This design comes from an exercise in tuning for small area and a short achievable clock period on the open sky130 flow, not from production work. The RTL was checked by simulation tests, not by an equivalence proof against the original design. Power and IR drop assume default switching activity.

## flow/design.v (module list and top-level ports; edited modules follow where they fit)
// module array_multiplier: 1256 lines
// module mult_fa: 10 lines
// module mult_xor: 7 lines
// module mult_xnor: 7 lines
// module mult_or: 7 lines
module array_multiplier (
	input  logic                     clk,
	input  logic                     reset,
	input  logic                     in_valid,
	input  mult_sizes_pkg::operand_t x,
	input  mult_sizes_pkg::operand_t y,
	output logic                     product_valid,
	output mult_sizes_pkg::product_t product
);
  // ...
==> flow/flow/run.sh <==
#!/bin/bash
# Layout flow: the standard ORFS flow (standard.sh, unchanged synthesis),
# with smaller port buffers and a clock tree built from clkbuf_8 without
# dummy loads. Each tool's output goes to a log file in this folder.
set -euo pipefail
export BUFFER_PORTS_ARGS="-buffer_cell sky130_fd_sc_hd__buf_1"
export CTS_ARGS="-sink_clustering_enable -repair_clock_nets -buf_list sky130_fd_sc_hd__clkbuf_8 -dont_use_dummy_load"
bash standard.sh finish > flow_make.log 2>&1
==> flow/standard.sh <==
#!/bin/bash
# synth_recipe.tcl (not shown) runs the flow's synth.tcl, then flattens the netlist and writes it again
# the make line also repeats each setting of config.mk as NAME=value (left out here)
make -C /OpenROAD-flow-scripts/flow DESIGN_CONFIG=/design/flow/config.mk WORK_HOME=/design/flow/orfs CLKGATE_MAP_FILE= SYNTH_SCRIPT=/design/flow/synth_recipe.tcl "${@:-finish}"
==> flow/config.mk <==
export PLATFORM = sky130hd
export DESIGN_NAME = array_multiplier
export DESIGN_NICKNAME = array_multiplier
export VERILOG_FILES = /design/flow/design.v
export SDC_FILE = /design/flow/constraint.sdc
export NUM_CORES = 4
export LEC_CHECK = 0
export CAP_MARGIN = 20
export CORE_MARGIN = 2
export CORE_UTILIZATION = 40
export SETUP_SLACK_MARGIN = 2.8
export SLEW_MARGIN = 20
export SYNTH_HIERARCHICAL = 1
==> flow/constraint.sdc <==
create_clock -name core_clock -period 6.0 [get_ports {clk}]
set_input_delay 1.2000 -clock core_clock [delete_from_list [all_inputs] [get_ports {clk}]]
set_output_delay 1.2000 -clock core_clock [all_outputs]
set_load 0.01 [all_outputs]
==> metrics.yaml, run 1 <==
run_status:
  outcome: "timing/DRC/antenna clean"
pwr:
  power_mw: 5.30
  pwr_density_cell_mw_per_mm2: 508
  leakage_nw: 3.85
  internal-power_mw: 3.20
  power_frac_clock_pct: 10.8
critical_path:
  critPathLaunchType: "primary input"
  critPathKind: "primary input to flop"
  critPathMaxStageDelay_ns: 0.41
  slowest_stage: "fa_2"
  worst-path-max-fanout: 16
  setup.worst_path.start: "x[3]"
  end_kind: "flop"
yosys:
  synth_common_cells: "257 x nand2_1, 195 x fa_1, 149 x dfxtp_1"
  synth-compound-area-share_pct: 3.81
  synth_cell_types: 35
  yosys-top-cells-area: "fa_1 41%, dfxtp_1 31%, nand2_1 10%"
  synth_nets: 1097
  yosys.cell_count.top_type: "nand2_1"
  synth_cells: 837
sta:
  hold_violations: 0
  rsz0062_at_grt: "false"
die:
  fp-row-count: 56
  fp.dieW_um: 158
  io_pins: 68
  die_y_um: 158
grt:
  use_met2_pct: 29.1
routing:
  vias: 5913
  routed-wl-met2_um: 9720
clocking:
  h-tree-depth: 4
  cts_buffer_depth: 2
  postCtsHoldBufs: 0
final_layout:
  largest_register_ffs: 15
  final_cell_area_mm2: 0.0104
  multi_input_area_mm2: 0.00646
  n_all_inverters: 4
  drive_above_1_share_pct: 14.8
  clock_area_share_pct: 2.24
==> run 2, diff against run 1 <==
--- a/flow/config.mk
+++ b/flow/config.mk
@@ -9,5 +9,5 @@
 export CORE_MARGIN = 2
 export CORE_UTILIZATION = 40
-export SETUP_SLACK_MARGIN = 2.8
+export SETUP_SLACK_MARGIN = 2.9
 export SLEW_MARGIN = 20
 export SYNTH_HIERARCHICAL = 1
==> run 2 against run 1 <==
  * Total power decreased by 0.20%
  * Combinational power about the same
  * Setup slack improved by 0.077 ns
  * Still clean
  * Clock power about the same
  * Sequential share of layout area decreased by 0.26 points
  * Clock skew decreased by 0.0041 ns
  * Area after synthesis unchanged
==> metrics.yaml, run 2 <==
routing:
  wl_per_cell_um: 17.3
  post-route-drc-count: 0
  avgViaCountPerCell: 4.94
  antenna_left: 0
  routed_wirelength_um: 20400
  drt_iter0_markers: 390
  drt_pass1_iterations: 5
  vias: 5831  # -1.4%
placement:
  dpl.cell_count: 1164
  hpwl_um: 15100
  gp_congestion: 0.853
  placed_area_mm2: 0.0102
  port_buffers: 67
grt:
  grt_max_degree: 18
  gr-max-usage-layer: "met2"
  grt_first_pass_wirelength_um: 33400
  met3_usage_pct: 4.85
  grt_usage_pct: 17.8
  antenna_found_initial: 0
  use_met2_pct: 27.4  # -1.7 points
  use_met1_pct: 25.0
  overflow: 0
  first_global_vias: 6351
sta:
  setup_viol: 0
  min_period_ns: 3.07
  fmax_ghz: 0.326
  setup_tns_ns: 0
  hold_ws_ns: 0.334
  clock_skew_ns: 0.0306
  hold_violations: 0  # unchanged
  drv_slew: 0
  rsz0062_at_grt: "false"
  fin_crit_sh_pct: 51.1
clocking:
  cts-buffers-inserted: 17
  h-tree-depth: 4  # unchanged
  postCtsHoldBufs: 0  # unchanged
  cts-root-buf: "clkbuf_8"
  cts_tree: "built"
  cts_buffer_depth: 2  # unchanged
  cts.sinks: 149
  postCtsSetupBuffers: 0
  insertion_delay_ns: 0.45
  clk_pin_slew_ns: 0.07
  post_cts_resized: 108
critical_path:
  rr_worst_depth: 8
  worst-path-max-fanout: 16  # unchanged
  critPathRequiredTime_ns: 6.38
  rr_startpoint: "r949$_DFF_P_"
  r2r_end: "r1022$_DFF_P_"
  critPathKind: "primary input to flop"
  critPathLaunchType: "primary input"
  crit_arrival_ns: 3.44
  rrSetupSlack_ns: 3.19
  end_kind: "flop"
yosys:
  yosysWarnings: 7
  avgSynthCellArea_um2: 11.4
  ys_async_sr_fraction_pct: 0
  synth_cell_types: 35  # unchanged
  yosys.area.top_type_share_pct: 41.0
  yosysTopAreaCell: "fa_1"
  synth_cells: 837  # unchanged
  synth_seq_cells: 149
  syn_area_mm2: 0.00951
  synth-seq-area-share_pct: 31.4
  yosys-top-cells-area: "fa_1 41%, dfxtp_1 31%, nand2_1 10%"
  synth_common_cells: "257 x nand2_1, 195 x fa_1, 149 x dfxtp_1"
  ys.flop_type: "dfxtp_1"
  synth_edf_count: 0
  synth_nets: 1097  # unchanged
  yosys.cell_count.top_type: "nand2_1"
run_status:
  outcome: "timing/DRC/antenna clean"
die:
  io_pins: 68  # unchanged
  design.core.area_mm2: 0.0234
  fp.dieW_um: 158  # unchanged
  initial_core_util_pct: 40.6
  die_y_um: 158  # unchanged
  die_area_mm2: 0.0250
  fp-row-count: 56  # unchanged
final_layout:
  finalNonFillerCells: 1181
  diodes: 0
  layout_commonest_cell: "nand2_1"
  area_growth_pct: 10.7
  final_cell_mix: "238 x nand2_1, 149 x dfxtp_1, 133 x fa_1, 62 x fa_2, 45 x xnor2_1"
  drive_above_1_share_pct: 16.4  # +1.5 points
  final_cell_area_mm2: 0.0105  # +0.91%
  largest_register: "product"
  nets: 1124
  largest_register_ffs: 15  # unchanged
job:
  drv_cap: 0
hold_path:
  hold_end: "r1040$_DFF_P_"
  hp-class: "flop to flop"
  min_path_cells: 0
  min-delay-start: "r1039$_DFF_P_"
pwr:
  leakage_nw: 3.88  # +0.73%
  vdd_ir_drop_max_mv: 0.230
  pwr_density_cell_mw_per_mm2: 502  # -1.1%
==> run 2: cell type report <==
cell class              count  area [µm²]
repair buffers             70         374
fillers                  2209       12900
multi-input cells         622        6520
flip-flops and latches    149        2980
clock buffers              17         234
well taps                 319         399
inverters                   4        15.0
==> run 2: metrics by stage <==
| step | utilization, % | power, mW | setup slack [ns] |
|---|---|---|---|
| final | 45.0 | 5.29 | 2.93 |
| after detailed placement | 43.5 | 4.80 | 1.93 |
| after global placement | 43.5 | 4.76 | 1.97 |
| after global routing | 45.0 | 5.90 | 2.90 |
| after CTS | 44.8 | 5.39 | 2.91 |
| after floorplan | - | 4.03 | 2.68 |
==> run 2: worst max-delay path, stage by stage <==
cell     delay (ns)
buf_2          0.34
nand2_1        0.14
fa_1           0.52
fa_2           0.38
fa_2           0.34
fa_2           0.51
==> run 2: per-layer routing <==
| metal | up-vias | share of wire [%] |
|---|---|---|
| met3 | 20 | 7.5 |
| met4 | 0 | 1.3 |
| met5 | - | 0 |
| met1 | 3006 | 45 |
| met2 | 198 | 46 |
| li1 | 2607 | - |
==> run 2: modules after synthesis (local to each module, per instance) <==
module,cells,area (µm²),flops+latches
array_multiplier,582,5120,149
mult_or,1,6.26,0
mult_xnor,1,8.76,0
mult_fa,1,20.0,0
==> run 2: power by group <==
part | leakage [nW] | switching (mW) | internal, mW
logic | 2.50 | 1.59 | 1.49
clock network | 0.122 | 0.323 | 0.250
registers | 1.25 | 0.177 | 1.46
==> run 2: cell families (layout without fill, tap and decap cells) <==
family / Yosys count / after routing / share of synthesized area [%]
AOI/OAI and AO/OA: 49 / 49 / 3.81
buffers and inverters: 66 / 91 / 2.64
DFF: 149 / 149 / 31.4
adders and majority gates: 225 / 225 / 45.0
and+or+nand+nor: 302 / 302 / 13.0
xor gates and xnor gates: 45 / 45 / 4.14
other: 1 / 1 / 0.0394
==> run 2: worst max path at each step <==
| stage | startpoint | end | cells after the start |
|---|---|---|---|
| floorplan | x[15] | r965$_DFF_P_ | 7 |
| global placement | x[7] | r997$_DFF_P_ | 6 |
| detailed placement | x[7] | r997$_DFF_P_ | 6 |
| CTS | x[11] | r948$_DFF_P_ | 6 |
| global route | y[14] | r952$_DFF_P_ | 6 |
| finish | y[12] | r982$_DFF_P_ | 6 |

afterwards: timing with drivers on the ports:
Ports are ideal in the flow. The routed layouts listed here were re-timed in OpenROAD. Step 1 (the two cells are an assumption about what drives the block):
set clk [get_ports {clk}]
set_driving_cell -lib_cell sky130_fd_sc_hd__clkbuf_16 $clk
set_driving_cell -lib_cell sky130_fd_sc_hd__buf_2 [delete_from_list [all_inputs] $clk]
Step 2 times the ports against the registers' clock, not the clock port: input delays grow and output delays shrink by t, the midpoint of the rising clock arrivals with the driver on. Slacks: ideal ports / drivers / drivers and shift; pairs: ideal ports / drivers.
run | t (ns) | setup slack, ns | worst hold slack (ns) | latest minus earliest clock arrival (ns) | cell pins on the clock port's net
run 1 | 0.476 | 2.855 / 2.875 / 2.399 | 0.340 / 0.340 / 0.340 | 0.042 / 0.042 | 1
run 2 | 0.472 | 2.933 / 2.949 / 2.478 | 0.334 / 0.334 / 0.334 | 0.049 / 0.049 | 1
After both steps every run listed still meets setup and hold. The setup slack of run 1, which loses most, moves by +0.020 ns with the drivers and by -0.456 ns with both steps.
